Source: an optimization exercise on an open RTL-to-GDS flow (aim: small area). Production flows keep margins and buffers that such runs may drop. RTL that was checked went through simulation tests only; none was proved equivalent to the original. The RTL of runs 1, 2 and 5 was laid out without a check of its function. Power is estimated from default activity; no workload was simulated.

**design/flow/design.v**
```verilog
module led_cube_scan_driver #(
  parameter int          N            = 8,
  parameter int          LAYER_DWELL  = 50000,
  parameter int          BLANK_CYCLES = 500,
  parameter logic [7:0]  SYNC_BYTE    = 8'hA5
) (
  input  logic             clk,
  input  logic             reset_n,
  input  logic             enable,
  input  logic [7:0]       in_data,
  input  logic             in_valid,
  output logic             in_ready,
  output logic [N*N-1:0]   col_out,
  output logic [N-1:0]     layer_out,
  output logic             frame_tick,
  output logic [7:0]       frame_count,
  output logic             sync_err
);
  localparam int NBITS  = N * N * N;
  localparam int NBYTES = NBITS / 8;        
  localparam int AW     = (NBYTES > 1) ? $clog2(NBYTES) : 1;
  localparam int LW     = (N > 1) ? $clog2(N) : 1;
  localparam int WB     = N * N;            
  localparam int NL     = WB / 8;           
  localparam int JW     = (NL > 1) ? $clog2(NL) : 1;
  localparam int NR     = N - 1;            
  localparam int CMAX   = (LAYER_DWELL > BLANK_CYCLES) ? LAYER_DWELL : BLANK_CYCLES;
  localparam int CW     = $clog2(CMAX + 1);
  logic            r_data;       
  logic [AW-1:0]   r_bidx;       
  logic            r_pending;
  logic            r_sync_err;
  logic            w_xfer;
  logic            w_wdata;
  logic            w_last;
  logic [LW-1:0]   w_word;       
  logic [JW-1:0]   w_lane;       
  logic [WB-1:0]   r_bw0;
  logic [NR-1:0][WB-1:0] r_bk;
  logic [LW-1:0]   r_ph;
  logic [7:0]      r_stg [NL];   
  logic            w_hit_cur;    
  logic            w_hit_prev;   
  logic [WB-1:0]   w_bins;       
  logic [N-1:0][WB-1:0] r_front;
  logic            r_fvalid;     
  logic [LW-1:0]   r_cpn;        
  logic            w_copy;
  logic            r_on;
  logic [CW-1:0]   r_cnt;
  logic [LW-1:0]   r_layer;
  logic            w_blank_first;
  logic            w_swap;
  logic [N-1:0]    r_dsel;       
  logic            r_tick;
  logic [7:0]      r_count;
  assign in_ready = ~r_pending;
  assign w_xfer   = in_valid & ~r_pending;
  assign w_wdata  = w_xfer & r_data;
  assign w_last   = w_wdata & (r_bidx == AW'(NBYTES - 1));
  assign w_word   = r_bidx[AW-1 -: LW];
  assign w_lane   = r_bidx[JW-1:0];
  always_ff @(posedge clk or negedge reset_n) begin
    if (!reset_n) begin
      r_data     <= 1'b0;
      r_bidx     <= '0;
      r_sync_err <= 1'b0;
      r_pending  <= 1'b0;
    end else begin
      r_sync_err <= w_xfer & ~r_data & (in_data != SYNC_BYTE);
      if (w_xfer) begin
        if (!r_data) begin
          r_data <= (in_data == SYNC_BYTE);
        end else begin
          r_bidx <= r_bidx + AW'(1);
          if (r_bidx == AW'(NBYTES - 1)) r_data <= 1'b0;
        end
      end
      if (w_last) begin
        r_pending <= 1'b1;
      end else if (w_swap) begin
        r_pending <= 1'b0;
      end
    end
  end
  always_ff @(posedge clk) begin
    for (int j = 0; j < NL; j++) begin
      if (w_wdata && (w_word == '0) && (w_lane == JW'(j))) begin
        r_bw0[j*8 +: 8] <= in_data;
      end
    end
  end
  always_ff @(posedge clk) begin
    if (w_wdata) begin
      r_stg[w_lane] <= in_data;
    end
  end
  assign w_hit_cur  = (w_word != LW'(0)) && (r_ph == w_word - LW'(1));
  assign w_hit_prev = (w_word != LW'(1)) && (r_ph == w_word - LW'(2));
  always_comb begin
    for (int j = 0; j < NL; j++) begin
      w_bins[j*8 +: 8] = ((JW'(j) < w_lane) ? w_hit_cur : w_hit_prev) ? r_stg[j] : r_bk[0][j*8 +: 8];
    end
  end
  always_ff @(posedge clk) begin
    for (int p = 0; p < NR - 1; p++) begin
      r_bk[p] <= r_bk[p+1];
    end
    r_bk[NR-1] <= w_bins;
  end
  always_ff @(posedge clk or negedge reset_n) begin
    if (!reset_n) begin
      r_ph  <= '0;
      r_cpn <= '0;
    end else begin
      r_ph <= (r_ph == LW'(NR - 1)) ? '0 : r_ph + LW'(1);
      if (w_swap) begin
        r_cpn <= LW'(NR - 1);
      end else if (r_cpn != '0) begin
        r_cpn <= r_cpn - LW'(1);
      end
    end
  end
  assign w_copy = w_swap | (r_cpn != '0);
  always_ff @(posedge clk) begin
    if (w_swap) begin
      r_front[0] <= r_bw0;
    end
    for (int w = 1; w < N; w++) begin
      if (w_copy && (r_ph == LW'(w - 1))) begin
        r_front[w] <= w_bins;
      end
    end
  end
  assign w_blank_first = ~r_on && (r_cnt == '0);
  assign w_swap        = enable && w_blank_first && (r_layer == '0) && r_pending;
  always_ff @(posedge clk or negedge reset_n) begin
    if (!reset_n) begin
      r_on    <= 1'b0;
      r_cnt   <= '0;
      r_layer <= '0;
    end else if (!enable) begin
      r_on    <= 1'b0;
      r_cnt   <= '0;
      r_layer <= '0;
    end else if (!r_on) begin
      if (r_cnt == CW'(BLANK_CYCLES - 1)) begin
        r_on  <= 1'b1;
        r_cnt <= '0;
      end else begin
        r_cnt <= r_cnt + CW'(1);
      end
    end else begin
      if (r_cnt == CW'(LAYER_DWELL - 1)) begin
        r_on    <= 1'b0;
        r_cnt   <= '0;
        r_layer <= (r_layer == LW'(N - 1)) ? '0 : r_layer + LW'(1);
      end else begin
        r_cnt <= r_cnt + CW'(1);
      end
    end
  end
  always_ff @(posedge clk or negedge reset_n) begin
    if (!reset_n) begin
      r_fvalid <= 1'b0;
      r_tick   <= 1'b0;
      r_count  <= '0;
      r_dsel   <= '0;
    end else begin
      r_tick  <= w_swap;
      r_count <= r_count + {7'd0, w_swap};
      if (w_swap) begin
        r_fvalid <= 1'b1;
      end
      if (!enable) begin
        r_dsel <= '0;
      end else if (w_blank_first) begin
        r_dsel <= (r_fvalid | w_swap) ? (N'(1) << r_layer) : '0;
      end
    end
  end
  always_comb begin
    col_out = '0;
    for (int l = 0; l < N; l++) begin
      col_out = col_out | ({WB{r_dsel[l]}} & r_front[l]);
    end
  end
  assign layer_out   = r_on ? (N'(1) << r_layer) : '0;
  assign frame_tick  = r_tick;
  assign frame_count = r_count;
  assign sync_err    = r_sync_err;
endmodule
```
**design/flow/run.sh**
```bash
#!/bin/bash
# synth_recipe.tcl (not shown) runs the flow's synth.tcl, then flattens the netlist and writes it again
# the make line also repeats each setting of config.mk as NAME=value (left out here)
make -C /OpenROAD-flow-scripts/flow DESIGN_CONFIG=/design/flow/config.mk WORK_HOME=/design/flow/orfs CLKGATE_MAP_FILE= SYNTH_SCRIPT=/design/flow/synth_recipe.tcl finish
```
**design/flow/config.mk**
```make
export PLATFORM = sky130hd
export DESIGN_NAME = led_cube_scan_driver
export DESIGN_NICKNAME = led_cube_scan_driver
export VERILOG_FILES = /design/flow/design.v
export SDC_FILE = /design/flow/constraint.sdc
export NUM_CORES = 4
export LEC_CHECK = 0
export CAP_MARGIN = 20
export CORE_MARGIN = 2
export CORE_UTILIZATION = 45
export CTS_BUF_LIST = sky130_fd_sc_hd__clkbuf_8
export CTS_CLUSTER_DIAMETER = 60
export CTS_CLUSTER_SIZE = 16
export PLACE_DENSITY = 0.6
export SLEW_MARGIN = 20
```
**design/flow/constraint.sdc**
```tcl
create_clock -name core_clock -period 20.0 [get_ports {clk}]
set_input_delay 4.0000 -clock core_clock [delete_from_list [all_inputs] [get_ports {clk}]]
set_output_delay 4.0000 -clock core_clock [all_outputs]
set_load 0.01 [all_outputs]
```
==> results of run 1 <==
## final timing paths
check | endpoint | slack [ns] | depth (start not counted) | start
setup / recovery | col_out[13] | 12.64 | 4 | r_dsel[5]$_DFFE_PN0P_
hold / removal | r_bk[71]$_DFF_P_ | 0.30 | 0 | r_bk[135]$_DFF_P_
setup reg to reg | r_front[299]$_DFFE_PP_ | 16.09 | 6 | r_cnt[10]$_DFF_PN0_
hold reg to reg | r_bk[71]$_DFF_P_ | 0.30 | 0 | r_bk[135]$_DFF_P_
max in group asynchronous | r_dsel[5]$_DFFE_PN0P_ | 16.04 | 2 | reset_n
min in group asynchronous | r_sync_err$_DFF_PN0_ | 3.44 | 2 | reset_n
## report_power, final
part	switching (mW)	internal, mW	leakage (nW)
sequential	0.0940	2.97	10.3
combinational	0.314	0.146	2.05
clock	0.704	0.462	1.00
## cells by family after synthesis
logic type | count (synthesis) | share of synthesized area
AND/OR/NAND/NOR | 209 | 0.03489
AO/OA/AOI/OAI | 294 | 0.06225
adder cells (fa/ha/maj) | 22 | 0.007929
multiplexers | 72 | 0.02559
XOR/XNOR | 31 | 0.008254
buffers and inverters | 95 | 0.01092
flip-flops | 1141 | 0.8502
## worst register-to-register path, stage by stage (launching register included)
cell and delay (ns):
dfrtp_1 0.43, or4_1 0.69, nor3_1 0.24, buf_4 0.21
a31oi_1 0.33, nor2b_4 0.93, buf_4 0.70
## cell usage in the layout (no fill, tap or decap), types with 4 or more instances in the layout
cell	count
edfxtp_1	640
dfxtp_1	448
a22oi_1	256
clkdlybuf4s50_1	93
clkbuf_8	90
nand4_1	75
inv_1	72
mux2_2	64
dfrtp_1	45
buf_4	43
nor3_1	27
nand2_1	23
xnor2_1	22
ha_1	22
o21ai_0	15
and3_1	13
nand3_1	13
nor2_1	12
a21boi_0	11
xor2_1	8
dfrtp_2	8
mux2i_4	7
or4_1	6
a21oi_1	6
nor3_2	6
nor4_1	5
diode_2	4
nand2b_1	4
and2_1	4
## registers in the layout, summed over array words and instances, names as in the netlist, 3 cells and up
| name | count |
|---|---|
| r_front | 512 |
| r_dsel | 8 |
| r_layer | 3 |
| r_bw0 | 64 |
| r_cnt | 16 |
| r_count | 8 |
| r_stg | 64 |
| r_cpn | 3 |
| r_ph | 3 |
| r_bk | 448 |
| r_bidx | 6 |
## stage by stage
| stage | setup WS (ns) | hold slack [ns] | power [mW] | cells | cell area, µm² |
|---|---|---|---|---|---|
| after floorplan | 8.914 | 0.3096 | 3.377 | 1864 | 34710 |
| after global placement | 12.63 | 0.3102 | 3.548 | 2954 | 37030 |
| after detailed placement | 12.62 | 0.3121 | 3.579 | 2954 | 37030 |
| after CTS | 12.57 | 0.3069 | 4.734 | 3109 | 38630 |
| after global routing | 12.47 | 0.3156 | 4.879 | 3110 | 38630 |
| final | 12.64 | 0.3045 | 4.689 | 3113 | 38640 |
## metal layers
metal | GRT usage | vias up | wire length, µm
met5 | 0 | - | 34
met4 | 0.06315 | 4 | 1801
met3 | 0.03389 | 121 | 4043
met1 | 0.2506 | 8620 | 32250
met2 | 0.3119 | 511 | 36130
li1 | - | 7437 | -
## synthesized netlist by cell type, drive strengths merged, types with 12 or more instances
master / count
nand4: 75
a22oi: 256
dfrtp: 53
inv: 18
nand2: 23
edfxtp: 640
nor3: 33
nand3: 13
ha: 22
mux2: 64
clkbuf: 47
nor2: 12
buf: 30
and3: 13
o21ai: 16
xnor2: 22
dfxtp: 448
## final cells by class
type,count,share of cell area
flip-flops and latches,1141,0.7640
multi-input cells,628,0.1266
well taps,1030,0.03335
repair buffers,137,0.03257
clock buffers,90,0.03206
clock inverters,65,0.009325
inverters,18,0.001781
diodes,4,0.0002590
==> impl_metrics.yaml, run 1 <==
critical_path:
  path_cells: "buf_4 > a22oi_1 > nand4_1 > clkdlybuf4s50_1"
  crit_fanout: 37
  slowest_delay_ns: 0.96
  worstSetupPathType: "reg2out"
  worstSetupEndpointType: "primary output"
  arrival_ns: 3.36
  required_ns: 16.00
  crit_path_start_kind: "register"
  slowest_stage: "dfrtp_2"
  critPathTopFamily: "buffers and inverters"
  worst-path-buf-inv: 2
routing:
  drt_iter0_drc: 1484
  drcViolationCount: 0
  dr.pass1.iters: 5
  dr_total_vias: 16690
  viasPerCell: 5.362
  drt_wl_total_um: 74260
  final_antenna_net_count: 0
  wl_per_cell_um: 23.85
cts:
  cts_setup_buffers: 0
  cts_resized: 0
  insertion_delay_ns: 0.71
  cts_root_buffer: "clkbuf_8"
  cts_made_buffers: 83
  h-tree-depth: 3
  cts.sinks: 1141
  clock_path_buffers: 3
  hold_buffers: 0
  cts_tree: "done"
  clkTransAtPathRegs_ns: 0.10
yosys:
  yosysSeqAreaShare: 0.8502
  ys_ff_latch: 1141
  synth_top_cell_by_area: "edfxtp_1"
  ys_top_cells_by_area: "edfxtp_1, dfxtp_1, a22oi_1"
  ys_async_sr_fraction: 0.04645
  synth_ff_type: "edfxtp_1"
  ys_warn_count: 1
  syn_nets: 1898
  synth_edf_count: 640
  syn_area_um2: 34710
  synth_top_area_share: 0.5536
  ys_types: 44
  syn_inst: 1864
  syn_avg_cell_area_um2: 18.62
die:
  die_area_um2: 79380
  die_x_um: 281.7
  rows: 101
  die_y_um: 281.7
  num_io_pins: 95
  start_util: 0.4556
  core_um2: 76200
global_route:
  grt-ovfl-total: 0
  grt_pass1_vias: 16970
  grtUsageTotal: 0.1878
  grt_pass1_wl_um: 109300
  antenna_found_initial: 4
  grt_max_degree: 66
layout:
  fin_util: 0.5071
  drive_gt1_frac: 0.1145
  multi_input_area_um2: 4893
  seq_area_um2: 29520
  syn2layout_area_growth_pct: 11.31
  finalNetCount: 2043
  num-fill-cells: 6128
power:
  irDropWorstVdd_mv: 0.06311
  power.density_nw_per_um2: 121.4
  p_leak_nw: 13.40
timing:
  final_hold_viol_count: 0
  rsz0062_at_grt: "false"
  slew_violations: 0
  tns_ns: 0
  clock.fmax_ghz: 0.1359
  relSlewSlack: 0.2330
  fin_crit_sh: 0.3680
  worst_pin_slew_ns: 1.150
  setup_viol: 0
  min_period_ns: 7.360
  skew_ns: 0.03635
run:
  maxCapViolations: 0
placed_design:
  portBuffers: 94
  globalplace.congestion: 0.7249
  place_hpwl_um: 37650
status:
  status: "complete, no violations"
min_path:
  hp-class: "reg2reg"
==> inputs of run 2 (changes only) <==
--- a/design/flow/config.mk
+++ b/design/flow/config.mk
@@ -7,9 +7,9 @@
 export LEC_CHECK = 0
 export CAP_MARGIN = 20
 export CORE_MARGIN = 2
-export CORE_UTILIZATION = 45
+export CORE_UTILIZATION = 70
 export CTS_BUF_LIST = sky130_fd_sc_hd__clkbuf_8
-export CTS_CLUSTER_DIAMETER = 60
+export CTS_CLUSTER_DIAMETER = 50
 export CTS_CLUSTER_SIZE = 16
-export PLACE_DENSITY = 0.6
+export PLACE_DENSITY = 0.8
 export SLEW_MARGIN = 20
==> impl_metrics.yaml, run 2 <==
placed_design:
  portBuffers: 94
  pre_cts_ws_ns: 12.73
  placedCellCount: 2585
  place_hpwl_um: 37230
  place_area_um2: 36550
  globalplace.congestion: 0.8126
yosys:
  synth_top_cell_by_area: "edfxtp_1"
  ys_top_cells_by_area: "edfxtp_1, dfxtp_1, a22oi_1"
  ys_types: 44
  syn_area_um2: 34710
  syn_avg_cell_area_um2: 18.62
  ys_top_cells_by_count: "edfxtp_1, dfxtp_1, a22oi_1"
  syn_inst: 1864
  synth_ff_type: "edfxtp_1"
  synth_edf_count: 640
  yosysSeqAreaShare: 0.8502
  ys_async_sr_fraction: 0.04645
  yosysMostFrequentCell: "edfxtp_1"
  synth_top_area_share: 0.5536
  ys_warn_count: 1
  ys_ff_latch: 1141
  syn_nets: 1898
timing:
  min_period_ns: 7.210
  fin_crit_sh: 0.3605
  skew_ns: 0.04146
  setup_ws_ns: 12.79
  holdWs_ns: 0.3119
  relSlewSlack: 0.2500
  slew_violations: 0
  worst_pin_slew_ns: 1.125
  setup_viol: 0
  final_hold_viol_count: 0
  rsz0062_at_grt: "false"
  clock.fmax_ghz: 0.1387
  tns_ns: 0
critical_path:
  slowest_delay_ns: 0.79
  crit_fanout: 41
  worstSetupPathType: "reg2out"
  arrival_ns: 3.21
  crit_path_start_kind: "register"
  reg2reg_to: "r_front[309]$_DFFE_PP_"
  path_cells: "buf_4 > a22oi_1 > nand4_1 > clkdlybuf4s50_1"
  ff2ff_path_depth: 6
  slowest_stage: "dfrtp_2"
  worstSetupEndpointType: "primary output"
  r2r_slack_ns: 16.16
  r2r_start: "r_cnt[11]$_DFF_PN0_"
  required_ns: 16.00
cts:
  cts_made_buffers: 85
  clkTransAtPathRegs_ns: 0.10
  cts_tree: "done"
  clock_path_buffers: 3
  insertion_delay_ns: 0.72
  cts_resized: 0
  cts_root_buffer: "clkbuf_8"
  h-tree-depth: 3
  cts.sinks: 1141
  cts_setup_buffers: 0
  hold_buffers: 0
global_route:
  grt_max_degree: 67
  busiest_layer: "met2"
  antenna_found_initial: 2
  grt-ovfl-total: 0
  grt_use_met1: 0.3835
  grt_util_met3: 0.04561
  grt_pass1_vias: 17520
  grtUsageMet2: 0.4622
  grt_pass1_wl_um: 104500
  grtUsageTotal: 0.2805
layout:
  reg_top3: "r_front: 512 flops, r_bk: 448 flops"
  largest_reg_flops: 512
  final_cell_area_um2: 38130
  finalNonFillerCells: 2743
  drive_gt1_frac: 0.1159
  mostFrequentLayoutCells: "edfxtp_1, dfxtp_1, a22oi_1, clkdlybuf4s50_1, clkbuf_8"
  diodes: 0
  syn2layout_area_growth_pct: 9.843
  largest_register: "r_front"
  final_common_cell: "edfxtp_1"
  finalNetCount: 2042
  fin_util: 0.7790
routing:
  dr_total_vias: 17160
  final_antenna_net_count: 0
  dr.pass1.iters: 5
  drt_wl_total_um: 69860
  wl_per_cell_um: 25.47
  drt_iter0_drc: 2100
  drcViolationCount: 0
  viasPerCell: 6.257
min_path:
  hold_depth: 0
  hp-class: "reg2reg"
  hold-path-endpoint: "r_bk[7]$_DFF_P_"
  hold_path.startpoint: "r_bk[71]$_DFF_P_"
die:
  die_area_um2: 51390
  num_io_pins: 95
  die_y_um: 226.7
  start_util: 0.7092
  die_x_um: 226.7
  core_um2: 48950
  rows: 81
run:
  maxCapViolations: 0
power:
  irDropWorstVdd_mv: 0.1169
  finalPower_mw: 4.677
  power.density_nw_per_um2: 122.7
  p_leak_nw: 13.38
status:
  status: "complete, no violations"
[run 2: how the worst max path moves through the flow]
| stage | startpoint | endpoint | slack (ns) |
|---|---|---|---|
| floorplan | enable | r_front[100]$_DFFE_PP_ | 8.91 |
| global placement | enable | r_front[317]$_DFFE_PP_ | 12.84 |
| detailed placement | enable | r_front[316]$_DFFE_PP_ | 12.73 |
| CTS | r_dsel[1]$_DFFE_PN0P_ | col_out[13] | 12.79 |
| global route | r_dsel[1]$_DFFE_PN0P_ | col_out[25] | 12.69 |
| finish | r_dsel[1]$_DFFE_PN0P_ | col_out[13] | 12.79 |
[run 2: cell families after synthesis]
| group | share of synthesized area |
|---|---|
| AO/OA/AOI/OAI | 0.06225 |
| XOR/XNOR | 0.008254 |
| adder cells (fa/ha/maj) | 0.007929 |
| buffers and inverters | 0.01092 |
| flip-flops | 0.8502 |
| multiplexers | 0.02559 |
| AND/OR/NAND/NOR | 0.03489 |
[run 2: critical path: cells and delay by family (launching register included)]
family                 cells  cell delay, ns
AO/OA/AOI/OAI              1            0.21
buffers and inverters      2            1.23
flip-flops                 1            0.79
AND/OR/NAND/NOR            1            0.26
[run 2: area by class of cell]
type,count,area (µm²)
timing repair buffer,134,1236
sequential,1141,29520
clock inverter,70,367.9
tap,664,830.8
fill,2538,10820
inverter,18,67.56
clock buffer,88,1211
multi-input combinational,628,4895
[run 2: per-layer routing]
| metal | share of wire | routed length (µm) | vias up |
|---|---|---|---|
| met1 | 0.39 | 27140 | 8588 |
| met3 | 0.081 | 5689 | 194 |
| li1 | - | - | 7423 |
| met2 | 0.49 | 34470 | 959 |
| met5 | 0 | 0 | - |
| met4 | 0.037 | 2566 | 0 |
[run 2: power by group]
group          internal, mW  total, mW  switching, mW
clock                 0.441       1.14          0.700
combinational         0.147      0.458          0.311
sequential             2.97       3.08          0.107
total                  3.56       4.68           1.12
==> inputs of run 3 (changes only) <==
--- a/design/flow/design.v
+++ b/design/flow/design.v
@@ -44,7 +44,7 @@
   logic [WB-1:0]   w_bins;       
   logic [N-1:0][WB-1:0] r_front;
   logic            r_fvalid;     
-  logic [LW-1:0]   r_cpn;        
+  logic            r_cpy;        
   logic            w_copy;
   logic            r_on;
   logic [CW-1:0]   r_cnt;
@@ -111,17 +111,17 @@
   always_ff @(posedge clk or negedge reset_n) begin
     if (!reset_n) begin
       r_ph  <= '0;
-      r_cpn <= '0;
+      r_cpy <= 1'b0;
     end else begin
       r_ph <= (r_ph == LW'(NR - 1)) ? '0 : r_ph + LW'(1);
       if (w_swap) begin
-        r_cpn <= LW'(NR - 1);
-      end else if (r_cpn != '0) begin
-        r_cpn <= r_cpn - LW'(1);
+        r_cpy <= 1'b1;
+      end else if (w_wdata && (r_bidx == AW'(NL - 1))) begin
+        r_cpy <= 1'b0;
       end
     end
   end
-  assign w_copy = w_swap | (r_cpn != '0);
+  assign w_copy = w_swap | r_cpy;
   always_ff @(posedge clk) begin
     if (w_swap) begin
       r_front[0] <= r_bw0;
==> impl_metrics.yaml, run 3 <==
placed_design:
  globalplace.congestion: 0.7768
  place_hpwl_um: 35990
  portBuffers: 94
  place_area_um2: 36290
  pre_cts_ws_ns: 13.33
routing:
  dr.pass1.iters: 5
  drt_iter0_drc: 1953
  viasPerCell: 6.211
  dr_total_vias: 16890
  drt_wl_total_um: 69380
  drcViolationCount: 0
  wl_per_cell_um: 25.51
  final_antenna_net_count: 0
layout:
  multi_input_area_um2: 4691
  drive_gt1_frac: 0.1211
  syn2layout_area_growth_pct: 10.23
  finalNetCount: 2015
  seq_area_um2: 29470
  diodes: 0
  largest_reg_flops: 512
  num-fill-cells: 2549
  reg_top3: "r_front: 512 flops, r_bk: 448 flops"
  fin_util: 0.7785
  mostFrequentLayoutCells: "edfxtp_1, dfxtp_1, a22oi_1, clkbuf_8, clkdlybuf4s50_1"
  final_cell_area_um2: 37950
  largest_register: "r_front"
  final_common_cell: "edfxtp_1"
timing:
  final_hold_viol_count: 0
  worst_pin_slew_ns: 1.130
  fin_crit_sh: 0.3608
  clock.fmax_ghz: 0.1386
  tns_ns: 0
  setup_ws_ns: 12.78
  rsz0062_at_grt: "false"
  min_period_ns: 7.216
  relSlewSlack: 0.2248
  skew_ns: 0.03764
  setup_viol: 0
  slew_violations: 0
global_route:
  grt_pass1_wl_um: 103100
  grt_use_met1: 0.3779
  antenna_found_initial: 3
  grt_max_degree: 66
  grt_util_met3: 0.04749
  grtUsageTotal: 0.2783
  grt_pass1_vias: 17080
  grt-ovfl-total: 0
  grtUsageMet2: 0.4659
  busiest_layer: "met2"
power:
  p_seq_frac: 0.659
  p_int_mw: 3.064
  p_sw_uw: 839.9
  clkPwrFrac: 0.300
  power.density_nw_per_um2: 102.9
  irDropWorstVdd_mv: 0.07769
  p_comb_frac: 0.042
  p_leak_nw: 13.72
  finalPower_mw: 3.904
  p_sw_frac: 0.2151
yosys:
  ys_ff_latch: 1139
  ys_types: 54
  syn_nets: 1864
  syn_area_um2: 34430
  synth_top_cell_by_area: "edfxtp_1"
  synth_ff_type: "edfxtp_1"
  ys_async_sr_fraction: 0.04478
  synth_top_area_share: 0.5582
  ys_top_cells_by_area: "edfxtp_1, dfxtp_1, a22oi_1"
  ys_top_cells_by_count: "edfxtp_1, dfxtp_1, a22oi_1"
  yosysMostFrequentCell: "edfxtp_1"
  yosysSeqAreaShare: 0.8558
  synth_xor_xnor_area_share: 0.006760
  synth-simple-area-share: 0.03231
  syn_avg_cell_area_um2: 18.80
  synth_top_family_by_area: "compound AO/OA/AOI/OAI gates"
  synth_edf_count: 640
  syn_inst: 1831
  synth_compound_area_frac: 0.06378
  ys_warn_count: 1
  synthMuxAreaShare: 0.02362
  synth_fa_ha_area_frac: 0.007632
critical_path:
  r2r_slack_ns: 16.52
  r2r_start: "r_cnt[10]$_DFF_PN0_"
  crit_path_start_kind: "register"
  required_ns: 16.00
  cp-startpoint: "r_dsel[5]$_DFFE_PN0P_"
  ff2ff_path_depth: 9
  crit_fanout: 41
  worstSetupPathType: "reg2out"
  arrival_ns: 3.22
  worstSetupEndpointType: "primary output"
  reg2reg_to: "r_count[7]$_DFF_PN0_"
min_path:
  hold-path-endpoint: "r_bk[311]$_DFF_P_"
  hold_path.startpoint: "r_bk[375]$_DFF_P_"
  hold_depth: 0
  hp-class: "reg2reg"
die:
  rows: 81
  start_util: 0.7062
  die_area_um2: 50970
  die_y_um: 225.8
  die_x_um: 225.8
  core_um2: 48750
  num_io_pins: 95
cts:
  cts_root_buffer: "clkbuf_8"
  cts_setup_buffers: 0
  hold_buffers: 0
  clock_path_buffers: 3
  h-tree-depth: 3
  cts.sinks: 1139
  cts_made_buffers: 87
  cts_tree: "done"
  cts_resized: 0
  clkTransAtPathRegs_ns: 0.09
  insertion_delay_ns: 0.72
run:
  maxCapViolations: 0
status:
  status: "complete, no violations"
run 3: worst max-delay path, stage by stage (launching register included):
cell,delay (ns)
dfrtp_2,0.84
buf_4,0.63
a22oi_1,0.21
nand4_1,0.22
clkdlybuf4s50_1,0.57
run 3: worst max path at each step:
stage | cells after the start | to | slack, ns
6_report | 4 | col_out[59] | 12.78
5_1_grt | 4 | col_out[59] | 12.66
2_1_floorplan | 3 | r_front[100]$_DFFE_PP_ | 8.93
4_1_cts | 4 | col_out[57] | 12.76
3_3_place_gp | 8 | r_count[7]$_DFF_PN0_ | 13.36
3_5_place_dp | 8 | r_count[7]$_DFF_PN0_ | 13.33
run 3: cells by family (layout without fill, tap and decap cells):
kind of cell               Yosys count  count (layout)
AOI/OAI and AO/OA                  295             295
xor gates and xnor gates            25              25
adders and majority gates           21              21
buffers and inverters               89             314
DFF                               1139            1139
muxes                               73              73
and+or+nand+nor                    189             189
run 3: metal layers:
| layer | vias up | wire length, µm |
|---|---|---|
| met5 | - | 16 |
| met2 | 816 | 34710 |
| li1 | 7361 | - |
| met4 | 2 | 2126 |
| met3 | 154 | 5317 |
| met1 | 8560 | 27210 |
run 3: per-stage QoR:
stage                     instances  hold slack, ns
after global routing           2720          0.3135
after floorplan                1831          0.3096
after CTS                      2720          0.3178
after global placement         2557          0.3100
final                          2720          0.3152
after detailed placement       2557          0.3121
run 3: power by group through the flow:
stage | clock network (mW) | registers (mW) | logic, mW
2_1_floorplan | 0 | 2.61 | 0.106
3_3_place_gp | 0 | 2.62 | 0.147
3_5_place_dp | 0 | 2.62 | 0.157
4_1_cts | 1.19 | 2.57 | 0.159
5_1_grt | 1.27 | 2.57 | 0.174
6_report | 1.17 | 2.57 | 0.162
run 3: final cells by class:
class                   count  share of cell area
multi-input cells         603              0.1236
flip-flops and latches   1139              0.7766
well taps                 664             0.02189
clock inverters            69            0.009528
inverters                  17            0.001681
clock buffers              94             0.03409
repair buffers            134             0.03257
==> inputs of run 4 (changes only) <==
==> design/flow/flow/run.sh (new file) <==
#!/bin/bash
# The standard layout (the standard.sh: standard synthesis, ORFS floorplan to
# finish), with one change: the port buffers that ORFS inserts on every input and
# output are sky130_fd_sc_hd__buf_1 instead of the resizer's default choice.
set -euo pipefail
bash standard.sh "BUFFER_PORTS_ARGS=-buffer_cell sky130_fd_sc_hd__buf_1" finish > standard.log 2>&1
==> design/flow/standard.sh (new file) <==
#!/bin/bash
# synth_recipe.tcl (not shown) runs the flow's synth.tcl, then flattens the netlist and writes it again
# the make line also repeats each setting of config.mk as NAME=value (left out here)
make -C /OpenROAD-flow-scripts/flow DESIGN_CONFIG=/design/flow/config.mk WORK_HOME=/design/flow/orfs CLKGATE_MAP_FILE= SYNTH_SCRIPT=/design/flow/synth_recipe.tcl "${@:-finish}"
removed: design/flow/run.sh
==> impl_metrics.yaml, run 4 <==
global_route:
  grt-ovfl-total: 0
  grt_pass1_wl_um: 103400
  antenna_found_initial: 4
  grt_pass1_vias: 17110
  grtUsageTotal: 0.2805
  grt_max_degree: 66
power:
  p_leak_nw: 13.51
  p_int_mw: 3.081
  irDropWorstVdd_mv: 0.08051
  p_sw_uw: 819.0
  p_sw_frac: 0.2100
  p_seq_frac: 0.659
  power.density_nw_per_um2: 104.4
  p_comb_frac: 0.041
  clkPwrFrac: 0.300
timing:
  rsz0062_at_grt: "false"
  tns_ns: 0
  clock.fmax_ghz: 0.1442
  min_period_ns: 6.934
  skew_ns: 0.03807
  worst_pin_slew_ns: 1.146
  fin_crit_sh: 0.3467
  slew_violations: 0
  relSlewSlack: 0.2332
  setup_viol: 0
  final_hold_viol_count: 0
yosys:
  syn_inst: 1831
  ys_warn_count: 1
  syn_avg_cell_area_um2: 18.80
  ys_types: 54
  ys_top_cells_by_area: "edfxtp_1, dfxtp_1, a22oi_1"
  ys_async_sr_fraction: 0.04478
  yosysMostFrequentCell: "edfxtp_1"
  synth_top_area_share: 0.5582
  yosysSeqAreaShare: 0.8558
  ys_top_cells_by_count: "edfxtp_1, dfxtp_1, a22oi_1"
  ys_ff_latch: 1139
  synth_edf_count: 640
  syn_area_um2: 34430
  synth_ff_type: "edfxtp_1"
  synth_top_cell_by_area: "edfxtp_1"
  syn_nets: 1864
layout:
  drive_gt1_frac: 0.1186
  fin_util: 0.7664
  mostFrequentLayoutCells: "edfxtp_1, dfxtp_1, a22oi_1, buf_1, clkbuf_8"
  multi_input_area_um2: 4702
  finalNetCount: 2012
  seq_area_um2: 29470
  reg_top3: "r_front: 512 flops, r_bk: 448 flops"
  syn2layout_area_growth_pct: 8.515
  final_common_cell: "edfxtp_1"
  largest_reg_flops: 512
  num-fill-cells: 2650
  largest_register: "r_front"
  diodes: 0
cts:
  clkTransAtPathRegs_ns: 0.09
  cts.sinks: 1139
  cts_resized: 0
  hold_buffers: 0
  cts_root_buffer: "clkbuf_8"
  cts_made_buffers: 84
  clock_path_buffers: 3
  insertion_delay_ns: 0.71
  cts_tree: "done"
  cts_setup_buffers: 0
  h-tree-depth: 3
critical_path:
  arrival_ns: 2.93
  required_ns: 16.00
  crit_path_start_kind: "register"
  slowest_delay_ns: 0.89
  worstSetupPathType: "reg2out"
  slowest_stage: "dfrtp_2"
  worst-path-buf-inv: 2
  critPathTopFamily: "flip-flops"
  ff2ff_path_depth: 6
  crit_cells: 4
  r2r_start: "r_cnt[10]$_DFF_PN0_"
  path_cells: "buf_4 > a22oi_1 > nand4_1 > buf_1"
  cp-startpoint: "r_dsel[5]$_DFFE_PN0P_"
  worstSetupEndpointType: "primary output"
  crit_fanout: 42
routing:
  final_antenna_net_count: 0
  dr.pass1.iters: 7
  drt_wl_total_um: 69800
  viasPerCell: 6.230
  wl_per_cell_um: 25.73
  drt_iter0_drc: 2242
  dr_total_vias: 16900
  drcViolationCount: 0
die:
  die_y_um: 225.8
  rows: 81
  num_io_pins: 95
  core_um2: 48750
  die_area_um2: 50970
  start_util: 0.7062
  die_x_um: 225.8
status:
  status: "complete, no violations"
placed_design:
  place_hpwl_um: 36950
  globalplace.congestion: 0.7746
  portBuffers: 94
min_path:
  hp-class: "reg2reg"
  hold_path.startpoint: "r_bk[369]$_DFF_P_"
  hold_depth: 0
run:
  maxCapViolations: 0
==> run 4: cell count changes in the layout (fill, tap and decap cells not counted), sizes merged <==
cell and delta:
clkinv -3, inv -2, clkbuf -3, clkinvlp -1, buf +91, bufinv +4
clkdlybuf4s50 -93
==> run 4: cell families after synthesis <==
group           count (synthesis)  synth area share
fa+ha+maj                      21          0.007632
xor+xnor                       25          0.006760
compound gates                295           0.06378
mux                            73           0.02362
flops                        1139            0.8558
buf+inv                        89           0.01007
simple gates                  189           0.03231
==> run 4: area by class of cell <==
cell class	instances	share of cell area
clock buffer	89	0.03279
clock inverter	67	0.01095
inverter	17	0.001708
multi-input combinational	603	0.1259
sequential	1139	0.7889
tap	664	0.02224
timing repair buffer	134	0.01752
==> run 4: layer usage <==
metal / vias up / GRT usage / share of wire
li1: 7361 / - / -
met1: 8488 / 0.3743 / 0.38
met2: 909 / 0.4652 / 0.50
met3: 141 / 0.05959 / 0.090
met4: 2 / 0.09784 / 0.029
met5: - / 0 / 0.00023
==> run 4: final timing paths <==
kind	slack, ns	to
max in group asynchronous	16.13	r_dsel[2]$_DFFE_PN0P_
min in group asynchronous	3.41	r_cnt[5]$_DFF_PN0_
worst max-delay path	13.07	col_out[59]
worst max register to register	16.42	r_front[268]$_DFFE_PP_
worst min register to register	0.32	r_bk[305]$_DFF_P_
worst min-delay path	0.32	r_bk[305]$_DFF_P_
==> run 4: power groups by stage <==
| stage | registers [mW] | logic (mW) | clock network [mW] |
|---|---|---|---|
| finish | 2.57 | 0.160 | 1.17 |
| detailed placement | 2.62 | 0.156 | 0 |
| global placement | 2.62 | 0.148 | 0 |
| global route | 2.57 | 0.174 | 1.27 |
| floorplan | 2.61 | 0.106 | 0 |
| CTS | 2.57 | 0.157 | 1.19 |
==> run 4: per-stage QoR <==
| stage | hold slack, ns | instances | cell area [µm²] | worst slack, ns | total power, mW |
|---|---|---|---|---|---|
| after global routing | 0.3282 | 2713 | 37360 | 13.00 | 4.018 |
| after CTS | 0.3176 | 2712 | 37340 | 13.11 | 3.914 |
| after floorplan | 0.3096 | 1831 | 34430 | 8.927 | 2.715 |
| after detailed placement | 0.3121 | 2556 | 35700 | 13.29 | 2.780 |
| final | 0.3151 | 2713 | 37360 | 13.07 | 3.900 |
| after global placement | 0.3095 | 2556 | 35690 | 13.36 | 2.770 |
==> run 4: worst register-to-register path, stage by stage, from the launching register on <==
cell and delay (ns):
dfrtp_1 0.46, or4_1 0.54, and4bb_2 0.42, a31oi_1 0.18, clkbuf_4 0.24, nor2b_4 0.59
buf_4 0.73
==> inputs of run 5 (changes only) <==
--- a/design/flow/design.v
+++ b/design/flow/design.v
@@ -42,7 +42,8 @@
   logic            w_hit_cur;    
   logic            w_hit_prev;   
   logic [WB-1:0]   w_bins;       
-  logic [N-1:0][WB-1:0] r_front;
+  logic [WB-1:0]   r_fw0;
+  logic [NR-1:0][WB-1:0] r_ft;
   logic            r_fvalid;     
   logic            r_cpy;        
   logic            w_copy;
@@ -51,7 +52,9 @@
   logic [LW-1:0]   r_layer;
   logic            w_blank_first;
   logic            w_swap;
-  logic [N-1:0]    r_dsel;       
+  logic [NR:0]     r_dsel;       
+  logic [NR-1:0]   w_pos;        
+  logic [LW+1:0]   w_pos_n;
   logic            r_tick;
   logic [7:0]      r_count;
   assign in_ready = ~r_pending;
@@ -105,8 +108,10 @@
   always_ff @(posedge clk) begin
     for (int p = 0; p < NR - 1; p++) begin
       r_bk[p] <= r_bk[p+1];
+      r_ft[p] <= r_ft[p+1];
     end
     r_bk[NR-1] <= w_bins;
+    r_ft[NR-1] <= w_copy ? w_bins : r_ft[0];
   end
   always_ff @(posedge clk or negedge reset_n) begin
     if (!reset_n) begin
@@ -124,12 +129,7 @@
   assign w_copy = w_swap | r_cpy;
   always_ff @(posedge clk) begin
     if (w_swap) begin
-      r_front[0] <= r_bw0;
-    end
-    for (int w = 1; w < N; w++) begin
-      if (w_copy && (r_ph == LW'(w - 1))) begin
-        r_front[w] <= w_bins;
-      end
+      r_fw0 <= r_bw0;
     end
   end
   assign w_blank_first = ~r_on && (r_cnt == '0);
@@ -175,14 +175,24 @@
       if (!enable) begin
         r_dsel <= '0;
       end else if (w_blank_first) begin
-        r_dsel <= (r_fvalid | w_swap) ? (N'(1) << r_layer) : '0;
-      end
-    end
-  end
+        if (!(r_fvalid | w_swap)) begin
+          r_dsel <= '0;
+        end else if (r_layer == '0) begin
+          r_dsel <= {1'b1, {NR{1'b0}}};
+        end else begin
+          r_dsel <= {1'b0, w_pos};
+        end
+      end else begin
+        r_dsel <= {r_dsel[NR], r_dsel[0], r_dsel[NR-1:1]};
+      end
+    end
+  end
+  assign w_pos_n = (LW + 2)'(r_layer) + (LW + 2)'(2 * NR - 2) - (LW + 2)'(r_ph);
+  assign w_pos   = NR'(1) << (w_pos_n % (LW + 2)'(NR));
   always_comb begin
-    col_out = '0;
-    for (int l = 0; l < N; l++) begin
-      col_out = col_out | ({WB{r_dsel[l]}} & r_front[l]);
+    col_out = {WB{r_dsel[NR]}} & r_fw0;
+    for (int p = 0; p < NR; p++) begin
+      col_out = col_out | ({WB{r_dsel[p]}} & r_ft[p]);
     end
   end
   assign layer_out   = r_on ? (N'(1) << r_layer) : '0;
==> impl_metrics.yaml, run 5 <==
status:
  status: "complete, no violations"
layout:
  final_common_cell: "dfxtp_1"
  syn2layout_area_growth_pct: 7.736
  diodes: 0
  reg_top3: "r_bk: 448 flops, r_ft: 448 flops"
  num-fill-cells: 2522
  finalNetCount: 2146
  mostFrequentLayoutCells: "dfxtp_1, a22oi_1, edfxtp_1, buf_1, clkbuf_8"
  drive_gt1_frac: 0.1255
  finalNonFillerCells: 2759
cts:
  cts_tree: "done"
  cts_made_buffers: 82
  insertion_delay_ns: 0.71
  clock_path_buffers: 3
  hold_buffers: 0
  cts_setup_buffers: 0
  cts_root_buffer: "clkbuf_8"
  cts_resized: 0
  h-tree-depth: 3
  clkTransAtPathRegs_ns: 0.10
  cts.sinks: 1139
critical_path:
  worstSetupEndpointType: "primary output"
  reg2reg_to: "r_dsel[4]$_DFF_PN0_"
  r2r_start: "r_ph[1]$_DFF_PN0_"
  worstSetupPathType: "reg2out"
  ff2ff_path_depth: 18
  crit_fanout: 35
  required_ns: 16.00
  crit_path_start_kind: "register"
  r2r_slack_ns: 15.21
  arrival_ns: 2.92
routing:
  dr_total_vias: 16150
  viasPerCell: 5.853
  drcViolationCount: 0
  final_antenna_net_count: 0
  drt_wl_total_um: 61570
  wl_per_cell_um: 22.31
  dr.pass1.iters: 5
  drt_iter0_drc: 1539
timing:
  holdWs_ns: 0.3021
  clock.fmax_ghz: 0.1446
  tns_ns: 0
  slew_violations: 0
  rsz0062_at_grt: "false"
  fin_crit_sh: 0.3458
  skew_ns: 0.04932
  min_period_ns: 6.916
  final_hold_viol_count: 0
  relSlewSlack: 0.2592
  setup_viol: 0
  worst_pin_slew_ns: 1.111
global_route:
  grt_max_degree: 67
  grt_pass1_wl_um: 94340
  grtUsageTotal: 0.2665
  antenna_found_initial: 1
  grt-ovfl-total: 0
  grt_pass1_vias: 16500
yosys:
  ys_types: 60
  synth_ff_type: "dfxtp_1"
  ys_top_cells_by_area: "dfxtp_1, edfxtp_1, a22oi_1"
  ys_async_sr_fraction: 0.04478
  synth_edf_count: 192
  syn_nets: 2015
  yosysSeqAreaShare: 0.7981
  syn_avg_cell_area_um2: 15.85
  synth_top_area_share: 0.5731
  syn_area_um2: 31300
  synth_top_cell_by_area: "dfxtp_1"
  ys_ff_latch: 1139
  ys_warn_count: 1
  ys_top_cells_by_count: "dfxtp_1, a22oi_1, edfxtp_1"
  syn_inst: 1974
  yosysMostFrequentCell: "dfxtp_1"
power:
  irDropWorstVdd_mv: 0.06197
  finalPower_mw: 3.714
  p_leak_nw: 13.00
  power.density_nw_per_um2: 110.1
placed_design:
  globalplace.congestion: 0.7943
  place_hpwl_um: 34490
  portBuffers: 94
  placedCellCount: 2611
min_path:
  hold_depth: 0
  hold-path-endpoint: "r_bk[67]$_DFF_P_"
  hold_path.startpoint: "r_bk[131]$_DFF_P_"
  hp-class: "reg2reg"
die:
  start_util: 0.7077
  die_area_um2: 46420
  num_io_pins: 95
  die_x_um: 215.5
  core_um2: 44220
  die_y_um: 215.5
  rows: 77
run:
  maxCapViolations: 0
run 5: cell count changes in the layout (fill, tap and decap cells not counted), moves of 5 or more:
cell / delta
dfxtp_1: +448
edfxtp_1: -448
mux2_4: +49
nand2_1: +38
nor2_1: +32
buf_4: -14
inv_1: +12
mux2_2: +12
nor3_1: -10
ha_1: +7
a21oi_1: +6
nand3_1: +6
a22o_1: +5
a32o_1: -5
run 5: logic make-up (layout without fill, tap and decap cells):
kind of cell	count (synthesis)	after routing	share of synthesized area
compound gates	308	308	0.07312
flops	1139	1139	0.7981
mux	133	133	0.05373
xor+xnor	29	29	0.008115
buf+inv	103	296	0.01567
fa+ha+maj	29	29	0.01183
simple gates	233	233	0.03942
run 5: worst max-delay path by stage:
| stage | start | to | slack, ns | depth (start not counted) |
|---|---|---|---|---|
| 6_report | r_dsel[0]$_DFF_PN0_ | col_out[43] | 13.08 | 4 |
| 5_1_grt | r_dsel[0]$_DFF_PN0_ | col_out[43] | 12.98 | 4 |
| 4_1_cts | r_dsel[1]$_DFF_PN0_ | col_out[46] | 13.04 | 4 |
| 3_5_place_dp | enable | r_ft[447]$_DFF_P_ | 13.40 | 6 |
| 3_3_place_gp | enable | r_ft[447]$_DFF_P_ | 13.47 | 6 |
| 2_1_floorplan | enable | r_count[6]$_DFF_PN0_ | 12.06 | 7 |
run 5: metal layers:
metal  up-vias  GRT usage  share of wire
li1       7330          -              -
met5         -          0              0
met1      8128     0.3795           0.44
met2       568     0.4196           0.47
met4         0    0.09264          0.028
met3       122    0.04736          0.065
run 5: worst max-delay path, stage by stage, from the launching register on:
cell and delay, ns:
dfrtp_2 0.99, buf_4 0.63, a22oi_1 0.18, nand4_1 0.24, buf_1 0.18
run 5: final cells by class:
type | count | area [µm²] | share of cell area
sequential | 1139 | 24990 | 0.7412
multi-input combinational | 732 | 5847 | 0.1734
clock buffer | 87 | 1197 | 0.03551
tap | 592 | 740.7 | 0.02197
timing repair buffer | 121 | 566.8 | 0.01681
clock inverter | 59 | 266.5 | 0.007904
inverter | 29 | 108.9 | 0.003228
run 5: power breakdown:
group          switching [mW]  leakage [nW]  internal, mW
sequential             0.0395          9.63          2.37
clock                   0.687         0.919         0.410
combinational           0.111          2.45        0.0971
run 5: metrics by stage:
step	setup WS [ns]	utilization	cell area, µm²
2_1_floorplan	12.06	-	31300
3_3_place_gp	13.47	0.7284	32210
3_5_place_dp	13.40	0.7288	32230
4_1_cts	13.04	0.7619	33690
5_1_grt	12.98	0.7625	33720
6_report	13.08	0.7625	33720
==> inputs of run 6 (changes only) <==
--- a/design/flow/design.v
+++ b/design/flow/design.v
@@ -53,8 +53,7 @@
   logic            w_blank_first;
   logic            w_swap;
   logic [NR:0]     r_dsel;       
-  logic [NR-1:0]   w_pos;        
-  logic [LW+1:0]   w_pos_n;
+  logic [NR-1:0]   w_pos1;       
   logic            r_tick;
   logic [7:0]      r_count;
   assign in_ready = ~r_pending;
@@ -111,7 +110,7 @@
       r_ft[p] <= r_ft[p+1];
     end
     r_bk[NR-1] <= w_bins;
-    r_ft[NR-1] <= w_copy ? w_bins : r_ft[0];
+    r_ft[NR-1] <= w_copy ? r_bk[NR-1] : r_ft[0];
   end
   always_ff @(posedge clk or negedge reset_n) begin
     if (!reset_n) begin
@@ -175,20 +174,17 @@
       if (!enable) begin
         r_dsel <= '0;
       end else if (w_blank_first) begin
-        if (!(r_fvalid | w_swap)) begin
-          r_dsel <= '0;
-        end else if (r_layer == '0) begin
-          r_dsel <= {1'b1, {NR{1'b0}}};
-        end else begin
-          r_dsel <= {1'b0, w_pos};
+        if (r_layer == '0) begin
+          r_dsel <= {r_fvalid | w_swap, {NR{1'b0}}};
+        end else if (r_layer == LW'(1)) begin
+          r_dsel <= {1'b0, r_dsel[NR] ? w_pos1 : {NR{1'b0}}};
         end
       end else begin
         r_dsel <= {r_dsel[NR], r_dsel[0], r_dsel[NR-1:1]};
       end
     end
   end
-  assign w_pos_n = (LW + 2)'(r_layer) + (LW + 2)'(2 * NR - 2) - (LW + 2)'(r_ph);
-  assign w_pos   = NR'(1) << (w_pos_n % (LW + 2)'(NR));
+  assign w_pos1 = NR'(1) << ((r_ph == '0) ? '0 : LW'(NR) - r_ph);
   always_comb begin
     col_out = {WB{r_dsel[NR]}} & r_fw0;
     for (int p = 0; p < NR; p++) begin
==> design/flow/run.sh (new file) <==
#!/bin/bash
# synth_recipe.tcl (not shown) runs the flow's synth.tcl, then flattens the netlist and writes it again
# the make line also repeats each setting of config.mk as NAME=value (left out here)
make -C /OpenROAD-flow-scripts/flow DESIGN_CONFIG=/design/flow/config.mk WORK_HOME=/design/flow/orfs CLKGATE_MAP_FILE= SYNTH_SCRIPT=/design/flow/synth_recipe.tcl finish
removed: design/flow/flow/run.sh
removed: design/flow/standard.sh
==> impl_metrics.yaml, run 6 <==
routing:
  dr.pass1.iters: 6
  viasPerCell: 5.780
  dr_total_vias: 15500
  drt_wl_total_um: 59090
  wl_per_cell_um: 22.04
  drcViolationCount: 0
  drt_iter0_drc: 1430
  final_antenna_net_count: 0
placed_design:
  globalplace.congestion: 0.7841
  portBuffers: 94
  place_hpwl_um: 32890
die:
  die_x_um: 213.4
  num_io_pins: 95
  die_y_um: 213.4
  die_area_um2: 45550
  rows: 76
  core_um2: 43170
  start_util: 0.7112
yosys:
  yosysMostFrequentCell: "dfxtp_1"
  ys_top_cells_by_count: "dfxtp_1, a22oi_1, edfxtp_1"
  ys_async_sr_fraction: 0.04478
  synth_top_cell_by_area: "dfxtp_1"
  ys_top_cells_by_area: "dfxtp_1, edfxtp_1, a22oi_1"
  ys_ff_latch: 1139
  synth_edf_count: 192
  ys_types: 47
  synth_ff_type: "dfxtp_1"
  syn_inst: 1910
  syn_area_um2: 30700
  syn_nets: 1942
  syn_avg_cell_area_um2: 16.07
  yosysSeqAreaShare: 0.8136
  ys_warn_count: 1
  synth_top_area_share: 0.5842
status:
  status: "complete, no violations"
cts:
  cts_tree: "done"
  cts.sinks: 1139
  insertion_delay_ns: 0.66
  cts_made_buffers: 82
  clock_path_buffers: 3
  clkTransAtPathRegs_ns: 0.10
  cts_setup_buffers: 0
  hold_buffers: 0
  cts_root_buffer: "clkbuf_8"
  cts_resized: 0
  h-tree-depth: 3
layout:
  fin_util: 0.7818
  diodes: 0
  final_common_cell: "dfxtp_1"
  mostFrequentLayoutCells: "dfxtp_1, a22oi_1, edfxtp_1, clkdlybuf4s50_1, clkbuf_8"
  drive_gt1_frac: 0.1045
  reg_top3: "r_bk: 448 flops, r_ft: 448 flops"
  syn2layout_area_growth_pct: 9.936
  finalNetCount: 2066
global_route:
  grt_max_degree: 67
  grt-ovfl-total: 0
  grt_pass1_vias: 15810
  grt_pass1_wl_um: 90140
  grtUsageTotal: 0.2629
  antenna_found_initial: 0
timing:
  fin_crit_sh: 0.3615
  setup_viol: 0
  final_hold_viol_count: 0
  slew_violations: 0
  relSlewSlack: 0.2667
  skew_ns: 0.02548
  rsz0062_at_grt: "false"
  min_period_ns: 7.231
  clock.fmax_ghz: 0.1383
  tns_ns: 0
  worst_pin_slew_ns: 1.069
critical_path:
  required_ns: 16.00
  arrival_ns: 3.23
  crit_fanout: 39
  worstSetupEndpointType: "primary output"
  crit_path_start_kind: "register"
  worstSetupPathType: "reg2out"
run:
  maxCapViolations: 0
min_path:
  hp-class: "reg2reg"
power:
  irDropWorstVdd_mv: 0.07578
  p_leak_nw: 13.03
  power.density_nw_per_um2: 107.6
  finalPower_mw: 3.633
-- run 6: cell types whose count changed after synthesis, moves of 6 or more --
cell,previous run,this run
a21oi_1,15,5
ha_1,28,20
mux2_1,0,49
nor2_1,45,35
nand2_1,54,29
a22o_1,8,0
and3_1,9,17
mux2_4,49,0
buf_12,6,0
inv_1,29,15
-- run 6: path summary, 6_finish.rpt --
path | depth (start not counted) | end | slack (ns) | start
max | 4 | col_out[51] | 12.77 | r_dsel[7]$_DFFE_PN0P_
min | 0 | r_bk[319]$_DFF_P_ | 0.32 | r_bk[383]$_DFF_P_
max reg2reg | 6 | r_bk[390]$_DFF_P_ | 16.54 | r_bidx[4]$_DFFE_PN0P_
min reg2reg | 0 | r_bk[319]$_DFF_P_ | 0.32 | r_bk[383]$_DFF_P_
max in group asynchronous | 2 | r_dsel[1]$_DFFE_PN0P_ | 16.06 | reset_n
min in group asynchronous | 2 | r_cnt[12]$_DFF_PN0_ | 3.45 | reset_n
-- run 6: area by class of cell --
| type | count | area, µm² |
|---|---|---|
| Sequential cell | 1139 | 24990 |
| Inverter | 15 | 56.30 |
| Clock inverter | 59 | 292.8 |
| Fill cell | 2492 | 9419 |
| Tap cell | 585 | 732.0 |
| Timing Repair Buffer | 117 | 1109 |
| Clock buffer | 87 | 1197 |
| Multi-Input combinational cell | 679 | 5371 |
-- run 6: cells by family (layout without fill, tap and decap cells) --
kind of cell,Yosys count,in the layout,synth area share
DFF,1139,1139,0.8136
AOI/OAI and AO/OA,285,285,0.07005
and+or+nand+nor,205,205,0.03619
muxes,139,139,0.05062
buffers and inverters,92,278,0.01284
xor gates and xnor gates,30,30,0.008558
adders and majority gates,20,20,0.008151
-- run 6: power by group --
part	internal, mW	switching [mW]	leakage, nW
combinational	0.0567	0.0776	2.46
sequential	2.36	0.0391	9.63
clock	0.433	0.671	0.943
-- run 6: critical path, cell delays in order (launching register included) --
cell and delay (ns):
dfrtp_2 0.92, buf_4 0.64, a22oi_1 0.20, nand4_1 0.21
clkdlybuf4s50_1 0.56
-- run 6: per-stage QoR --
| stage | cell area, µm² | instances | hold WS (ns) | setup WS, ns |
|---|---|---|---|---|
| 2_1_floorplan | 30700 | 1910 | 0.3096 | 8.012 |
| 3_3_place_gp | 32230 | 2535 | 0.3096 | 13.15 |
| 3_5_place_dp | 32250 | 2535 | 0.3121 | 13.06 |
| 4_1_cts | 33740 | 2681 | 0.3267 | 12.76 |
| 5_1_grt | 33750 | 2681 | 0.3274 | 12.70 |
| 6_report | 33750 | 2681 | 0.3155 | 12.77 |
-- run 6: metal layers --
layer / global-route usage / vias to the layer above / share of wire
li1: - / 7099 / -
met1: 0.3759 / 7786 / 0.45
met2: 0.4105 / 488 / 0.47
met3: 0.04687 / 123 / 0.054
met4: 0.09626 / 0 / 0.032
met5: 0 / - / 0
==> inputs of run 7 (changes only) <==
==> design/flow/flow/run.sh (new file) <==
#!/bin/bash
# The standard layout (the standard.sh: standard synthesis, ORFS floorplan to
# finish), with two changes: the port buffers that ORFS inserts on every input
# and output are sky130_fd_sc_hd__buf_1 instead of the resizer's default choice,
# and clock tree synthesis adds no dummy loads.
set -euo pipefail
CTS="-sink_clustering_enable -repair_clock_nets -sink_clustering_size 32 -sink_clustering_max_diameter 60 -buf_list sky130_fd_sc_hd__clkbuf_16 -dont_use_dummy_load"
bash standard.sh "BUFFER_PORTS_ARGS=-buffer_cell sky130_fd_sc_hd__buf_1" "CTS_ARGS=$CTS" finish > standard.log 2>&1
==> design/flow/standard.sh (new file) <==
#!/bin/bash
# synth_recipe.tcl (not shown) runs the flow's synth.tcl, then flattens the netlist and writes it again
# the make line also repeats each setting of config.mk as NAME=value (left out here)
make -C /OpenROAD-flow-scripts/flow DESIGN_CONFIG=/design/flow/config.mk WORK_HOME=/design/flow/orfs CLKGATE_MAP_FILE= SYNTH_SCRIPT=/design/flow/synth_recipe.tcl "${@:-finish}"
removed: design/flow/run.sh
==> impl_metrics.yaml, run 7 <==
status:
  status: "complete, no violations"
min_path:
  hold_depth: 0
  hold-path-endpoint: "r_bk[188]$_DFF_P_"
  hold_path.startpoint: "r_bk[252]$_DFF_P_"
  hp-class: "reg2reg"
cts:
  cts_setup_buffers: 0
  cts_tree: "done"
  cts_resized: 0
  cts.sinks: 1139
  clock_path_buffers: 3
  h-tree-depth: 2
  cts_root_buffer: "clkbuf_16"
  cts_made_buffers: 46
  hold_buffers: 0
  clkTransAtPathRegs_ns: 0.11
  insertion_delay_ns: 0.61
layout:
  reg_top3: "r_bk: 448 flops, r_ft: 448 flops"
  num-fill-cells: 2524
  final_common_cell: "dfxtp_1"
  finalNonFillerCells: 2583
  diodes: 0
  fin_util: 0.7607
  final_cell_area_um2: 32840
  syn2layout_area_growth_pct: 6.965
  finalNetCount: 2032
  drive_gt1_frac: 0.08659
  mostFrequentLayoutCells: "dfxtp_1, a22oi_1, edfxtp_1, buf_1, mux2_2"
critical_path:
  r2r_start: "r_bidx[4]$_DFFE_PN0P_"
  ff2ff_path_depth: 6
  r2r_slack_ns: 16.55
  reg2reg_to: "r_bk[437]$_DFF_P_"
  required_ns: 16.00
  arrival_ns: 2.85
  crit_path_start_kind: "register"
  crit_fanout: 39
  worstSetupPathType: "reg2out"
  worstSetupEndpointType: "primary output"
placed_design:
  place_hpwl_um: 32430
  placedCellCount: 2537
  place_area_um2: 31680
  globalplace.congestion: 0.7956
  portBuffers: 94
  pre_cts_ws_ns: 13.30
routing:
  wl_per_cell_um: 23.33
  dr.pass1.iters: 6
  drt_wl_total_um: 60250
  final_antenna_net_count: 0
  drcViolationCount: 0
  dr_total_vias: 15310
  drt_iter0_drc: 1457
  viasPerCell: 5.926
die:
  die_y_um: 213.4
  rows: 76
  die_area_um2: 45550
  start_util: 0.7112
  core_um2: 43170
  die_x_um: 213.4
  num_io_pins: 95
yosys:
  ys_async_sr_fraction: 0.04478
  yosysSeqAreaShare: 0.8136
  syn_nets: 1942
  ys_types: 47
  synth_top_area_share: 0.5842
  ys_top_cells_by_count: "dfxtp_1, a22oi_1, edfxtp_1"
  synth_ff_type: "dfxtp_1"
  ys_ff_latch: 1139
  synth_top_cell_by_area: "dfxtp_1"
  syn_inst: 1910
  syn_area_um2: 30700
  ys_top_cells_by_area: "dfxtp_1, edfxtp_1, a22oi_1"
  syn_avg_cell_area_um2: 16.07
  yosysMostFrequentCell: "dfxtp_1"
  synth_xor_xnor_area_share: 0.008558
  synth_edf_count: 192
  synthMuxAreaShare: 0.05062
  synth_fa_ha_area_frac: 0.008151
  synth_top_family_by_area: "compound AO/OA/AOI/OAI gates"
  ys_warn_count: 1
  synth-simple-area-share: 0.03619
  synth_compound_area_frac: 0.07005
timing:
  slew_violations: 0
  min_period_ns: 6.848
  holdWs_ns: 0.3023
  setup_ws_ns: 13.15
  tns_ns: 0
  setup_viol: 0
  relSlewSlack: 0.2558
  clock.fmax_ghz: 0.1460
  skew_ns: 0.04462
  worst_pin_slew_ns: 1.116
  fin_crit_sh: 0.3424
  rsz0062_at_grt: "false"
  final_hold_viol_count: 0
power:
  power.density_nw_per_um2: 109.1
  p_leak_nw: 12.45
  irDropWorstVdd_mv: 0.06606
  finalPower_mw: 3.582
global_route:
  grt-ovfl-total: 0
  antenna_found_initial: 1
  grt_pass1_wl_um: 90800
  grtUsageTotal: 0.2669
  grt_max_degree: 67
  grt_pass1_vias: 15540
run:
  maxCapViolations: 0
==> run 7: cell counts after synthesis <==
No cell type changed its count.
==> run 7: worst max path at each step <==
| stage | start | endpoint | slack (ns) |
|---|---|---|---|
| 5_1_grt | r_dsel[7]$_DFFE_PN0P_ | col_out[31] | 13.09 |
| 3_5_place_dp | enable | r_ft[392]$_DFF_P_ | 13.30 |
| 4_1_cts | r_dsel[2]$_DFFE_PN0P_ | col_out[40] | 13.20 |
| 6_report | r_dsel[2]$_DFFE_PN0P_ | col_out[40] | 13.15 |
| 3_3_place_gp | enable | r_ft[395]$_DFF_P_ | 13.38 |
| 2_1_floorplan | enable | r_count[7]$_DFF_PN0_ | 8.01 |
==> run 7: area by class of cell <==
class	instances	area, µm²	share of cell area
timing repair buffer	119	541.8	0.01650
multi-input combinational	679	5368	0.1634
tap	585	732.0	0.02229
clock buffer	46	1151	0.03505
sequential	1139	24990	0.7610
inverter	15	56.30	0.001714
==> run 7: cell families after synthesis <==
family,after synthesis
flip-flops,1139
AO/OA/AOI/OAI,285
AND/OR/NAND/NOR,205
multiplexers,139
buffers and inverters,92
XOR/XNOR,30
adder cells (fa/ha/maj),20
==> run 7: power by group <==
| part | total (mW) | switching [mW] | leakage (nW) | internal (mW) |
|---|---|---|---|---|
| logic | 0.135 | 0.0781 | 2.25 | 0.0569 |
| registers | 2.40 | 0.0402 | 9.63 | 2.36 |
| clock network | 1.05 | 0.635 | 0.567 | 0.415 |
| total | 3.58 | 0.753 | 12.5 | 2.83 |
==> run 7: worst max-delay path, stage by stage, from the launching register on <==
cell,delay [ns]
dfrtp_2,0.89
buf_4,0.70
a22oi_1,0.20
nand4_1,0.24
buf_1,0.17
==> run 7: layer usage <==
metal | routed length (µm) | up-vias | track usage
met3 | 3400 | 113 | 0.03632
li1 | - | 6978 | -
met2 | 27900 | 500 | 0.4136
met4 | 1922 | 0 | 0.09914
met1 | 27030 | 7716 | 0.3916
met5 | 0 | - | 0
==> inputs of run 8 (changes only) <==
==> design/flow/flow/run.sh (replaced) <==
#!/bin/bash
# The standard layout (the standard.sh: standard synthesis, ORFS floorplan to
# finish), with two changes: the port buffers that ORFS inserts on every input
# and output are sky130_fd_sc_hd__buf_1 instead of the resizer's default choice,
# and clock tree synthesis adds no dummy loads.
set -euo pipefail
CTS="-sink_clustering_enable -repair_clock_nets -sink_clustering_size 8 -sink_clustering_max_diameter 40 -buf_list sky130_fd_sc_hd__clkbuf_4 -dont_use_dummy_load"
bash standard.sh "BUFFER_PORTS_ARGS=-buffer_cell sky130_fd_sc_hd__buf_1" "CTS_ARGS=$CTS" finish > standard.log 2>&1
==> impl_metrics.yaml, run 8 <==
status:
  status: "complete, no violations"
critical_path:
  slowest_stage: "dfrtp_2"
  reg2reg_to: "r_bk[393]$_DFF_P_"
  arrival_ns: 3.20
  worstSetupEndpointType: "primary output"
  r2r_start: "r_bidx[4]$_DFFE_PN0P_"
  required_ns: 16.00
  r2r_slack_ns: 16.59
  critPathTopFamily: "flip-flops"
  path_cells: "buf_4 > a22oi_1 > nand4_1 > buf_1"
  ff2ff_path_depth: 6
  slowest_delay_ns: 0.97
  crit_fanout: 37
  worstSetupPathType: "reg2out"
  crit_path_start_kind: "register"
  worst-path-buf-inv: 2
layout:
  num-fill-cells: 2569
  final_common_cell: "dfxtp_1"
  seq_area_um2: 24990
  mostFrequentLayoutCells: "dfxtp_1, a22oi_1, edfxtp_1, clkbuf_4, buf_1"
  multi_input_area_um2: 5364
  drive_gt1_frac: 0.1358
  reg_top3: "r_bk: 448 flops, r_ft: 448 flops"
  finalNetCount: 2147
  syn2layout_area_growth_pct: 7.156
timing:
  worst_pin_slew_ns: 1.115
  final_hold_viol_count: 0
  skew_ns: 0.07068
  fin_crit_sh: 0.3601
  relSlewSlack: 0.2567
  setup_viol: 0
  min_period_ns: 7.203
  rsz0062_at_grt: "false"
  clock.fmax_ghz: 0.1388
  tns_ns: 0
  slew_violations: 0
yosys:
  syn_avg_cell_area_um2: 16.07
  synth_top_cell_by_area: "dfxtp_1"
  ys_ff_latch: 1139
  synth_ff_type: "dfxtp_1"
  syn_area_um2: 30700
  synth_edf_count: 192
  ys_types: 47
  ys_top_cells_by_area: "dfxtp_1, edfxtp_1, a22oi_1"
  synth_top_area_share: 0.5842
  yosysMostFrequentCell: "dfxtp_1"
  syn_inst: 1910
  syn_nets: 1942
  ys_warn_count: 1
  ys_top_cells_by_count: "dfxtp_1, a22oi_1, edfxtp_1"
  ys_async_sr_fraction: 0.04478
  yosysSeqAreaShare: 0.8136
die:
  die_y_um: 213.4
  die_area_um2: 45550
  num_io_pins: 95
  die_x_um: 213.4
  start_util: 0.7112
  rows: 76
  core_um2: 43170
cts:
  hold_buffers: 0
  clkTransAtPathRegs_ns: 0.08
  cts_setup_buffers: 0
  cts_tree: "done"
  cts_root_buffer: "clkbuf_4"
  cts.sinks: 1139
  insertion_delay_ns: 0.99
  cts_resized: 0
  clock_path_buffers: 3
  h-tree-depth: 4
  cts_made_buffers: 161
routing:
  drt_wl_total_um: 59900
  drcViolationCount: 0
  dr.pass1.iters: 5
  final_antenna_net_count: 0
  drt_iter0_drc: 1432
  dr_total_vias: 15950
  wl_per_cell_um: 22.18
  viasPerCell: 5.906
placed_design:
  globalplace.congestion: 0.7956
  place_hpwl_um: 32430
  portBuffers: 94
power:
  p_seq_frac: 0.671
  irDropWorstVdd_mv: 0.06874
  p_sw_frac: 0.2205
  p_sw_uw: 786.7
  p_comb_frac: 0.037
  p_leak_nw: 12.63
  clkPwrFrac: 0.292
  power.density_nw_per_um2: 108.5
  finalPower_mw: 3.569
  p_int_mw: 2.782
min_path:
  hold_path.startpoint: "r_bk[373]$_DFF_P_"
  hold-path-endpoint: "r_bk[309]$_DFF_P_"
  hp-class: "reg2reg"
  hold_depth: 0
global_route:
  grt_max_degree: 67
  grt-ovfl-total: 0
  grt_pass1_wl_um: 91760
  antenna_found_initial: 3
  grtUsageTotal: 0.2707
  grt_pass1_vias: 16590
run:
  maxCapViolations: 0
==> run 8: cell counts after synthesis <==
Identical to the previous run, type by type.
==> run 8: power by group through the flow <==
stage	Sequential, mW	Clock, mW	Combinational [mW]
global route	2.40	1.16	0.141
finish	2.39	1.04	0.133
CTS	2.39	1.07	0.133
global placement	2.45	0	0.127
detailed placement	2.45	0	0.131
floorplan	2.42	0	0.101
==> run 8: cell type report <==
type                            instances  area share
Sequential cell                      1139      0.7596
Clock buffer                          161     0.03674
Inverter                               15    0.001711
Antenna cell                            2   0.0001521
Timing Repair Buffer                  119     0.01647
Multi-Input combinational cell        679      0.1630
Tap cell                              585     0.02225
==> run 8: cell families after synthesis <==
kind of cell | after synthesis | share of synthesized area
muxes | 139 | 0.05062
adders and majority gates | 20 | 0.008151
AOI/OAI and AO/OA | 285 | 0.07005
DFF | 1139 | 0.8136
buffers and inverters | 92 | 0.01284
xor gates and xnor gates | 30 | 0.008558
and+or+nand+nor | 205 | 0.03619
==> run 8: worst max-delay path by stage <==
stage	from	to	slack (ns)	depth (start not counted)
2_1_floorplan	enable	r_count[7]$_DFF_PN0_	8.01	7
3_3_place_gp	enable	r_ft[395]$_DFF_P_	13.38	6
3_5_place_dp	enable	r_ft[392]$_DFF_P_	13.30	6
4_1_cts	r_dsel[1]$_DFFE_PN0P_	col_out[28]	12.74	4
5_1_grt	r_dsel[2]$_DFFE_PN0P_	col_out[32]	12.69	4
6_report	r_dsel[1]$_DFFE_PN0P_	col_out[28]	12.80	4
==> run 8: metal layers <==
layer  global-route usage  vias up  part of all wire
li1                     -     7258                 -
met1               0.3770     7917              0.44
met2               0.4092      643              0.46
met3              0.06898      129             0.072
met4               0.1173        0             0.029
met5                    0        -                 0
==> run 8: per-stage QoR <==
step / utilization / hold slack (ns) / instances / worst slack [ns] / area (µm²)
after global routing: 0.7621 / 0.2775 / 2700 / 12.69 / 32900
final: 0.7621 / 0.2696 / 2700 / 12.80 / 32900
after CTS: 0.7617 / 0.2793 / 2698 / 12.74 / 32890
after detailed placement: 0.7337 / 0.3121 / 2537 / 13.30 / 31680
after global placement: 0.7335 / 0.3104 / 2537 / 13.38 / 31660
after floorplan: - / 0.3096 / 1910 / 8.012 / 30700

[what the ideal ports hide]
Ports are ideal in the flow. The routed layouts listed here were re-timed in OpenROAD. Step 1 assumes that a clkbuf_16 drives the clock port and a buf_2 every other input. Step 2 moves the port delays by t, midway between the first and last clock arrival at a register: inputs arrive t later, outputs are due t later. That takes back most of the time a late clock gives input paths. Slacks: no drivers / after step 1 / after step 2; pairs: no drivers / after step 1.
| run | t, ns | setup WS [ns] | clock arrival spread, ns | worst slew at a driven data input, ns | cell pins on the clock port's net |
|---|---|---|---|---|---|
| run 1 | 0.754 | 12.640 / 12.578 / 12.562 | 0.038 / 0.037 | 0.10 | 1 |
| run 2 | 0.754 | 12.790 / 12.738 / 12.693 | 0.045 / 0.045 | 0.09 | 1 |
| run 3 | 0.754 | 12.784 / 12.728 / 13.284 | 0.045 / 0.045 | 0.08 | 1 |
| run 4 | 0.745 | 13.066 / 13.012 / 13.340 | 0.048 / 0.048 | 0.07 | 1 |
| run 5 | 0.736 | 13.084 / 13.030 / 13.407 | 0.050 / 0.050 | 0.04 | 1 |
| run 6 | 0.694 | 12.769 / 12.718 / 13.054 | 0.028 / 0.028 | 0.03 | 1 |
| run 7 | 0.651 | 13.152 / 13.092 / 13.285 | 0.044 / 0.045 | 0.03 | 1 |
| run 8 | 0.998 | 12.797 / 12.744 / 13.295 | 0.092 / 0.091 | 0.03 | 1 |
After both steps every run listed still meets setup and hold. For run 2, which loses most, drivers alone change the setup slack by -0.052 ns; drivers and shift together by -0.097 ns.
